This design comes from an exercise in tuning for small area on the open sky130 flow, not from production work. RTL that was checked went through simulation tests only; none was proved equivalent to the original.

==> run H <==
// multicycle_datapath
module multicycle_datapath
#(
  parameter int                DATA_W   = 32,
  parameter int                ADDR_W   = 32,
  parameter logic [ADDR_W-1:0] RESET_PC = '0
) (
  input  logic              clk,
  input  logic              reset,
  output logic [ADDR_W-1:0] imem_addr,
  input  logic [31:0]       imem_rdata,
  output logic [ADDR_W-1:0] dmem_addr,
  output logic [DATA_W-1:0] dmem_wdata,
  output logic              dmem_rd,
  output logic              dmem_wr,
  input  logic [DATA_W-1:0] dmem_rdata,
  input  logic              dmem_ready,
  output logic [DATA_W-1:0] Dout,
  output logic [3:0]        flags,
  output logic              illegal
);
==> flow/config.mk <==
export PLATFORM = sky130hd
export DESIGN_NAME = multicycle_datapath
export DESIGN_NICKNAME = multicycle_datapath
export VERILOG_FILES = /design/flow/design.v
export SDC_FILE = /design/flow/constraint.sdc
export NUM_CORES = 4
export LEC_CHECK = 0
export CAP_MARGIN = 20
export CORE_MARGIN = 2
export CORE_UTILIZATION = 40
export CTS_BUF_LIST = sky130_fd_sc_hd__clkbuf_16
export CTS_CLUSTER_DIAMETER = 100
export CTS_CLUSTER_SIZE = 30
export SLEW_MARGIN = 20
export SYNTH_HIERARCHICAL = 1
==> flow/constraint.sdc <==
create_clock -name core_clock -period 10.0 [get_ports {clk}]
set_input_delay 2.0000 -clock core_clock [delete_from_list [all_inputs] [get_ports {clk}]]
set_output_delay 2.0000 -clock core_clock [all_outputs]
set_load 0.01 [all_outputs]
standard.sh (not shown) runs the stock make flow with config.mk's settings and CLKGATE_MAP_FILE= SYNTH_SCRIPT=/design/flow/synth_recipe.tcl, a recipe that flattens the netlist after the stock synthesis.
==> flow/flow/run.sh <==
#!/bin/bash
# Own layout flow. It is the standard ORFS flow with three changes:
#  * the register-file read multiplexer (module mc_rf_read, which holds no
#    registers) is taken from flow/rf_read_gl.v, a hand-mapped gate-level
#    version of the same logic; the rest of the design goes through the
#    standard synthesis unchanged (synth_recipe.tcl);
#  * the port buffers use the smallest buffer cell;
#  * the clock tree is built without dummy loads.
# The standard synthesis of the unmodified design is also run (in std/) and
# its registers (names and cell types) are compared with ours.
# Each tool's output goes to a log of its own in this folder (std_synth.log,
# make.log, def.log); ORFS's per-step logs stay under orfs/logs and std/logs.
set -euo pipefail
W=$(pwd)

# design with the gate-level read multiplexer
python3 - "$W" <<'PY'
import re, sys
w = sys.argv[1]
src = open(f"{w}/design.v").read()
gl = open(f"{w}/flow/rf_read_gl.v").read()
new, n = re.subn(r"^module mc_rf_read\b.*?^endmodule\b", lambda m: gl.strip(), src, flags=re.S | re.M)
assert n == 1, "mc_rf_read not found exactly once"
open(f"{w}/design_gl.v", "w").write(new)
cfg = open(f"{w}/config.mk").read()
cfg2 = re.sub(r"^export VERILOG_FILES = .*$", f"export VERILOG_FILES = {w}/design_gl.v", cfg, flags=re.M)
assert cfg2 != cfg
open(f"{w}/config_gl.mk", "w").write(cfg2)
PY

# reference: the standard synthesis
sed -e "s#WORK_HOME=[^ ]*#WORK_HOME=$W/std#" standard.sh > std.sh
bash std.sh synth > std_synth.log 2>&1

# the layout
sed -e "s#DESIGN_CONFIG=[^ ]*#DESIGN_CONFIG=$W/config_gl.mk#" standard.sh > own.sh
export BUFFER_PORTS_ARGS="-buffer_cell sky130_fd_sc_hd__buf_1"
export CTS_ARGS="-sink_clustering_enable -repair_clock_nets -sink_clustering_size 28 -sink_clustering_max_diameter 100 -buf_list sky130_fd_sc_hd__clkbuf_16 -dont_use_dummy_load"
bash own.sh synth > make.log 2>&1

# same registers as the standard synthesis?
python3 - "$W" <<'PY'
import re, sys
w = sys.argv[1]
def flops(p):
    v = open(p).read()
    return sorted((n, c) for c, n in re.findall(r"^\s*(sky130_fd_sc_hd__\w*df\w*)\s+(\S+)\s*\(", v, re.M))
a = flops(f"{w}/std/results/sky130hd/multicycle_datapath/base/1_2_yosys.v")
b = flops(f"{w}/orfs/results/sky130hd/multicycle_datapath/base/1_2_yosys.v")
print("registers:", len(a), len(b), "same" if a == b else "DIFFERENT")
assert a and a == b
PY

bash own.sh finish >> make.log 2>&1
==> flow/flow/rf_read_gl.v <==
// Gate-level mc_rf_read for the layout: the same AND-OR read multiplexer
// as the RTL, mapped by hand onto three-way AND-OR-invert cells.
//   t[g]  = ~(sel[3g+1]&r[3g+1] | sel[3g+2]&r[3g+2] | sel[3g+3]&r[3g+3]), g = 0..9
//   t[10] = ~(sel[31]&r[31] | sel_x&x)
//   rdata = ~(t0&t1&t2&t3) | ~(t4&t5&t6&t7) | ~(t8&t9&t10)
module mc_rf_read
#(
  parameter int DATA_W = 32
) (
  input  logic [31:1]          sel,
  input  logic [31*DATA_W-1:0] regs,
  input  logic                 sel_x,
  input  logic [DATA_W-1:0]    x,
  output logic [DATA_W-1:0]    rdata
);

  for (genvar b = 0; b < DATA_W; b++) begin : g_bit
    wire [10:0] t;
    wire [2:0]  u;
    for (genvar g = 0; g < 10; g++) begin : g_grp
      sky130_fd_sc_hd__a222oi_1 u_aoi (
        .A1 (sel[3*g+1]), .A2 (regs[(3*g+0)*DATA_W + b]),
        .B1 (sel[3*g+2]), .B2 (regs[(3*g+1)*DATA_W + b]),
        .C1 (sel[3*g+3]), .C2 (regs[(3*g+2)*DATA_W + b]),
        .Y  (t[g])
      );
    end
    sky130_fd_sc_hd__a22oi_1 u_n31 (
      .A1 (sel[31]), .A2 (regs[30*DATA_W + b]),
      .B1 (sel_x),   .B2 (x[b]),
      .Y  (t[10])
    );
    sky130_fd_sc_hd__nand4_1 u_u0 (.A (t[0]), .B (t[1]), .C (t[2]), .D (t[3]), .Y (u[0]));
    sky130_fd_sc_hd__nand4_1 u_u1 (.A (t[4]), .B (t[5]), .C (t[6]), .D (t[7]), .Y (u[1]));
    sky130_fd_sc_hd__nand3_1 u_u2 (.A (t[8]), .B (t[9]), .C (t[10]), .Y (u[2]));
    sky130_fd_sc_hd__or3_1   u_or (.A (u[0]), .B (u[1]), .C (u[2]), .X (rdata[b]));
  end

endmodule
==> run Z: changes against run H <==
--- a/flow/design.v
+++ b/flow/design.v
@@ -119,34 +119,17 @@
 #(
   parameter int DATA_W = 32
 ) (
   input  logic [31:1]          sel,
   input  logic [31*DATA_W-1:0] regs,
-  input  logic                 sel_x,
-  input  logic [DATA_W-1:0]    x,
   output logic [DATA_W-1:0]    rdata
 );
   always_comb begin
-    rdata = x & {DATA_W{sel_x}};
+    rdata = '0;
     for (int i = 1; i < 32; i++) rdata = rdata | (regs[(i-1)*DATA_W +: DATA_W] & {DATA_W{sel[i]}});
   end
 endmodule
-module mc_rf_hold
-#(
-  parameter int DATA_W = 32
-) (
-  input  logic [31:1]          en,
-  input  logic [31:1]          hold,
-  input  logic [DATA_W-1:0]    d,
-  input  logic [31*DATA_W-1:0] q,
-  output logic [31*DATA_W-1:0] nxt
-);
-  always_comb begin
-    for (int i = 1; i < 32; i++)
-      nxt[(i-1)*DATA_W +: DATA_W] = (d & {DATA_W{en[i]}}) | (q[(i-1)*DATA_W +: DATA_W] & {DATA_W{hold[i]}});
-  end
-endmodule
 module multicycle_datapath
 #(
   parameter int                DATA_W   = 32,
   parameter int                ADDR_W   = 32,
   parameter logic [ADDR_W-1:0] RESET_PC = '0
@@ -217,65 +200,51 @@
   assign k_br    = !kls[3] &&  kls[2] && kls[1];
   assign k_ldst  =  kls[3] && (kls[1] || kls[0]);
   assign k_lw    = kls[0];
   assign k_wb    = (kls[3] && !kls[1] && !kls[0]) || (!kls[3] && k_legal && !k_br);
   logic [4:0]        ra;
-  logic              rd_imm;
   logic [31:0]       ra_dec;
   logic [DATA_W-1:0] rdata;
-  logic [DATA_W-1:0] imm;
   logic [31*DATA_W-1:0] regs_flat;
-  assign ra     = st_decode ? rs : rt;
-  assign rd_imm = st_exec && k_imm;
-  assign imm    = DATA_W'($signed(imm16));
+  assign ra = st_decode ? rs : rt;
   always_comb begin
     ra_dec = '0;
-    if (!rd_imm) ra_dec[ra] = 1'b1;
+    ra_dec[ra] = 1'b1;
   end
   always_comb begin
     for (int i = 1; i < 32; i++) regs_flat[(i-1)*DATA_W +: DATA_W] = regs[i];
   end
   mc_rf_read #(.DATA_W(DATA_W)) u_rf_read (
     .sel   (ra_dec[31:1]),
     .regs  (regs_flat),
-    .sel_x (rd_imm),
-    .x     (imm),
     .rdata (rdata)
   );
   logic              wr_en;
   logic [4:0]        wa;
   logic [31:0]       wa_dec;
+  logic [DATA_W-1:0] wdata;
   logic [DATA_W-1:0] wdata_r;
   logic [31:0]       reg_en;
   assign wr_en = (st_wb && !(kls[3] && kls[0])) || (st_mem && k_lw && dmem_ready);
   assign wa    = k_imm ? rt : imm16[15:11];
   always_comb begin
     wa_dec = '0;
     wa_dec[wa] = 1'b1;
   end
-  logic wsel_mem, wsel_dout;
-  assign wsel_mem  = st_mem && !reset;
-  assign wsel_dout = !st_mem && !reset;
-  assign wdata_r   = (dmem_rdata & {DATA_W{wsel_mem}}) | (dout_q & {DATA_W{wsel_dout}});
+  assign wdata   = st_mem ? dmem_rdata : dout_q;
+  assign wdata_r = wdata & {DATA_W{!reset}};
   assign reg_en  = {32{reset}} | (wa_dec & {32{wr_en}});
-  logic [31:1]          reg_hold;
-  logic [31*DATA_W-1:0] regs_nxt;
-  assign reg_hold = ~reg_en[31:1];
-  mc_rf_hold #(.DATA_W(DATA_W)) u_rf_hold (
-    .en   (reg_en[31:1]),
-    .hold (reg_hold),
-    .d    (wdata_r),
-    .q    (regs_flat),
-    .nxt  (regs_nxt)
-  );
   always_ff @(posedge clk) begin
-    for (int i = 1; i < 32; i++) regs[i] <= regs_nxt[(i-1)*DATA_W +: DATA_W];
+    for (int i = 1; i < 32; i++)
+      if (reg_en[i]) regs[i] <= wdata_r;
   end
+  logic [DATA_W-1:0] imm;
   logic [DATA_W-1:0] alu_b;
   logic [DATA_W-1:0] alu_res;
   logic [3:0]        alu_flags;
-  assign alu_b = rdata;
+  assign imm   = DATA_W'($signed(imm16));
+  assign alu_b = k_imm ? imm : rdata;
   mc_alu #(.DATA_W(DATA_W)) u_alu (
     .a        (a_q),
     .b        (alu_b),
     .sub      (k_sub),
     .logic_op (k_logic),
==> flow/flow/run.sh (replaced) <==
#!/bin/bash
# Own layout flow: the standard ORFS flow (standard synthesis unchanged),
# with the port buffers made from the smallest buffer cell and the clock
# tree built without dummy loads. Each tool's output goes to its own log
# here (make.log; ORFS's per-step logs stay under orfs/logs).
set -euo pipefail
export BUFFER_PORTS_ARGS="-buffer_cell sky130_fd_sc_hd__buf_1"
export CTS_ARGS="-sink_clustering_enable -repair_clock_nets -sink_clustering_size 30 -sink_clustering_max_diameter 60 -buf_list sky130_fd_sc_hd__clkbuf_16 -dont_use_dummy_load"
bash standard.sh finish > make.log 2>&1
removed: flow/flow/rf_read_gl.v
==> run E: changes against run H <==
--- a/flow/design.v
+++ b/flow/design.v
@@ -143,10 +143,22 @@
   always_comb begin
     for (int i = 1; i < 32; i++)
       nxt[(i-1)*DATA_W +: DATA_W] = (d & {DATA_W{en[i]}}) | (q[(i-1)*DATA_W +: DATA_W] & {DATA_W{hold[i]}});
   end
 endmodule
+module mc_sel2
+#(
+  parameter int W = 32
+) (
+  input  logic [W-1:0] a,
+  input  logic         sa,
+  input  logic [W-1:0] b,
+  input  logic         sb,
+  output logic [W-1:0] y
+);
+  assign y = (a & {W{sa}}) | (b & {W{sb}});
+endmodule
 module multicycle_datapath
 #(
   parameter int                DATA_W   = 32,
   parameter int                ADDR_W   = 32,
   parameter logic [ADDR_W-1:0] RESET_PC = '0
@@ -242,30 +254,27 @@
     .rdata (rdata)
   );
   logic              wr_en;
   logic [4:0]        wa;
   logic [31:0]       wa_dec;
-  logic [DATA_W-1:0] wdata_r;
-  logic [31:0]       reg_en;
+  logic [DATA_W-1:0] wdata;
+  logic [31:1]       reg_en;
+  logic [31:1]       reg_hold;
+  logic [31*DATA_W-1:0] regs_nxt;
   assign wr_en = (st_wb && !(kls[3] && kls[0])) || (st_mem && k_lw && dmem_ready);
   assign wa    = k_imm ? rt : imm16[15:11];
   always_comb begin
     wa_dec = '0;
     wa_dec[wa] = 1'b1;
   end
-  logic wsel_mem, wsel_dout;
-  assign wsel_mem  = st_mem && !reset;
-  assign wsel_dout = !st_mem && !reset;
-  assign wdata_r   = (dmem_rdata & {DATA_W{wsel_mem}}) | (dout_q & {DATA_W{wsel_dout}});
-  assign reg_en  = {32{reset}} | (wa_dec & {32{wr_en}});
-  logic [31:1]          reg_hold;
-  logic [31*DATA_W-1:0] regs_nxt;
-  assign reg_hold = ~reg_en[31:1];
+  assign wdata    = st_mem ? dmem_rdata : dout_q;
+  assign reg_en   = {31{!reset}} & (wa_dec[31:1] & {31{wr_en}});
+  assign reg_hold = {31{!reset}} & ~(wa_dec[31:1] & {31{wr_en}});
   mc_rf_hold #(.DATA_W(DATA_W)) u_rf_hold (
-    .en   (reg_en[31:1]),
+    .en   (reg_en),
     .hold (reg_hold),
-    .d    (wdata_r),
+    .d    (wdata),
     .q    (regs_flat),
     .nxt  (regs_nxt)
   );
   always_ff @(posedge clk) begin
     for (int i = 1; i < 32; i++) regs[i] <= regs_nxt[(i-1)*DATA_W +: DATA_W];
@@ -326,24 +335,32 @@
       rt    <= imem_rdata[20:16];
       imm16 <= imem_rdata[15:0];
     end
     if (st_decode) a_q <= rdata;
   end
+  logic              pc_ld, pc_hd;
+  logic              res_ld, res_hd;
+  logic [ADDR_W-1:2] pc_nxt;
+  logic [DATA_W-1:0] dout_nxt;
+  logic [3:0]        flags_nxt;
+  assign pc_ld  = !reset && (st_fetch || (st_exec && branch_taken));
+  assign pc_hd  = !reset && !(st_fetch || (st_exec && branch_taken));
+  assign res_ld = !reset && st_exec && k_legal;
+  assign res_hd = !reset && !(st_exec && k_legal);
+  mc_sel2 #(.W(ADDR_W-2)) u_pc_nxt (
+    .a (pc_sum), .sa (pc_ld), .b (pc), .sb (pc_hd), .y (pc_nxt)
+  );
+  mc_sel2 #(.W(DATA_W + 4)) u_res_nxt (
+    .a  ({alu_flags, alu_res}), .sa (res_ld),
+    .b  ({flags_q, dout_q}),    .sb (res_hd),
+    .y  ({flags_nxt, dout_nxt})
+  );
   always_ff @(posedge clk) begin
-    if (reset) begin
-      pc        <= RESET_PC[ADDR_W-1:2];
-      dout_q    <= '0;
-      flags_q   <= '0;
-      illegal_q <= 1'b0;
-    end else begin
-      if (st_fetch || (st_exec && branch_taken)) pc <= pc_sum;
-      if (st_exec) begin
-        if (k_legal) begin
-          dout_q  <= alu_res;
-          flags_q <= alu_flags;
-        end else begin
-          illegal_q <= 1'b1;
-        end
-      end
-    end
+    pc      <= (reset ? RESET_PC[ADDR_W-1:2] : '0) | pc_nxt;
+    dout_q  <= dout_nxt;
+    flags_q <= flags_nxt;
+  end
+  always_ff @(posedge clk) begin
+    if (reset)                  illegal_q <= 1'b0;
+    else if (st_exec && !k_legal) illegal_q <= 1'b1;
   end
 endmodule
CORE_UTILIZATION = 60   (was 40)
==> impl_metrics.tcl <==
set metrics [dict create \
    cts_max_level 2 \
    status "timing/DRC/antenna clean" \
    synth_area_leaders "dfxtp_1 (47%), a22o_1 (19%), a222oi_1 (7.1%)" \
    drt_iter0_drc 6589 \
    setup_slack_ps 364 \
    seq_share_pct 48.4 \
    clk_pin_slew_ps 110 \
    multi_input_comb_area_um2 19700 \
    whs_endpoint "regs[31][10]$_DFF_P_" \
    stdcell_area_um2 47800 \
    clockNetworkAreaShare_pct 2.51 \
    p_leak_nw 18.2 \
]
[end of results for run E]
==> impl_metrics.tcl <==
set metrics [dict create \
    status "timing/DRC/antenna clean" \
    p_leak_nw 17.4 \
    whs_endpoint "flags_q[1]$_SDFFE_PP0P_" \
    multi_input_comb_area_um2 12100 \
    setup_slack_ps 608 \
    seq_share_pct 65.3 \
    synth_area_leaders "edfxtp_1 (69%), a22oi_1 (6.3%), dfxtp_1 (3.1%)" \
    drt_iter0_drc 3305 \
    cts_max_level 3 \
]
[end of results for run Z]
==> impl_metrics.tcl <==
set metrics [dict create \
    stdcell_area_um2 49000 \
    synth_area_leaders "dfxtp_1 (46%), a22o_1 (18%), a222oi_1 (7.0%)" \
    cts_max_level 2 \
    drt_iter0_drc 5799 \
    clockNetworkAreaShare_pct 2.45 \
    setup_slack_ps 433 \
    seq_share_pct 47.2 \
    whs_endpoint "flags_q[3]$_SDFFE_PP0P_" \
    p_leak_nw 18.1 \
    status "timing/DRC/antenna clean" \
]
[end of results for run H]
For run H, only the layout was checked, not whether the RTL still works.

separate check: timing with driven ports:
In the flow no input, the clock included, has a driving cell. The finished layouts below were timed again as built, in two steps. Step 1 assumes that a clkbuf_16 drives the clock port and a buf_2 every other input. Step 2, shift: input delay + t, output delay - t, t = (earliest + latest rising clock arrival at the registers) / 2. This alone moves slack from input paths to output paths. Three values: ideal, step 1, step 2; two values: the first two.
| run | t, ns | setup WS [ns] | worst hold slack (ns) | worst setup path at the end |
|---|---|---|---|---|
| run H | 0.740 | 0.433 / 0.433 / 0.433 | 0.467 / 0.467 / 0.467 | register to register |
| run Z | 0.694 | 0.608 / 0.608 / 0.608 | 0.454 / 0.454 / 0.454 | register to register |
| run E | 0.693 | 0.364 / 0.364 / 0.364 | 0.482 / 0.482 / 0.482 | register to register |
After both steps setup and hold are still met in every run listed.
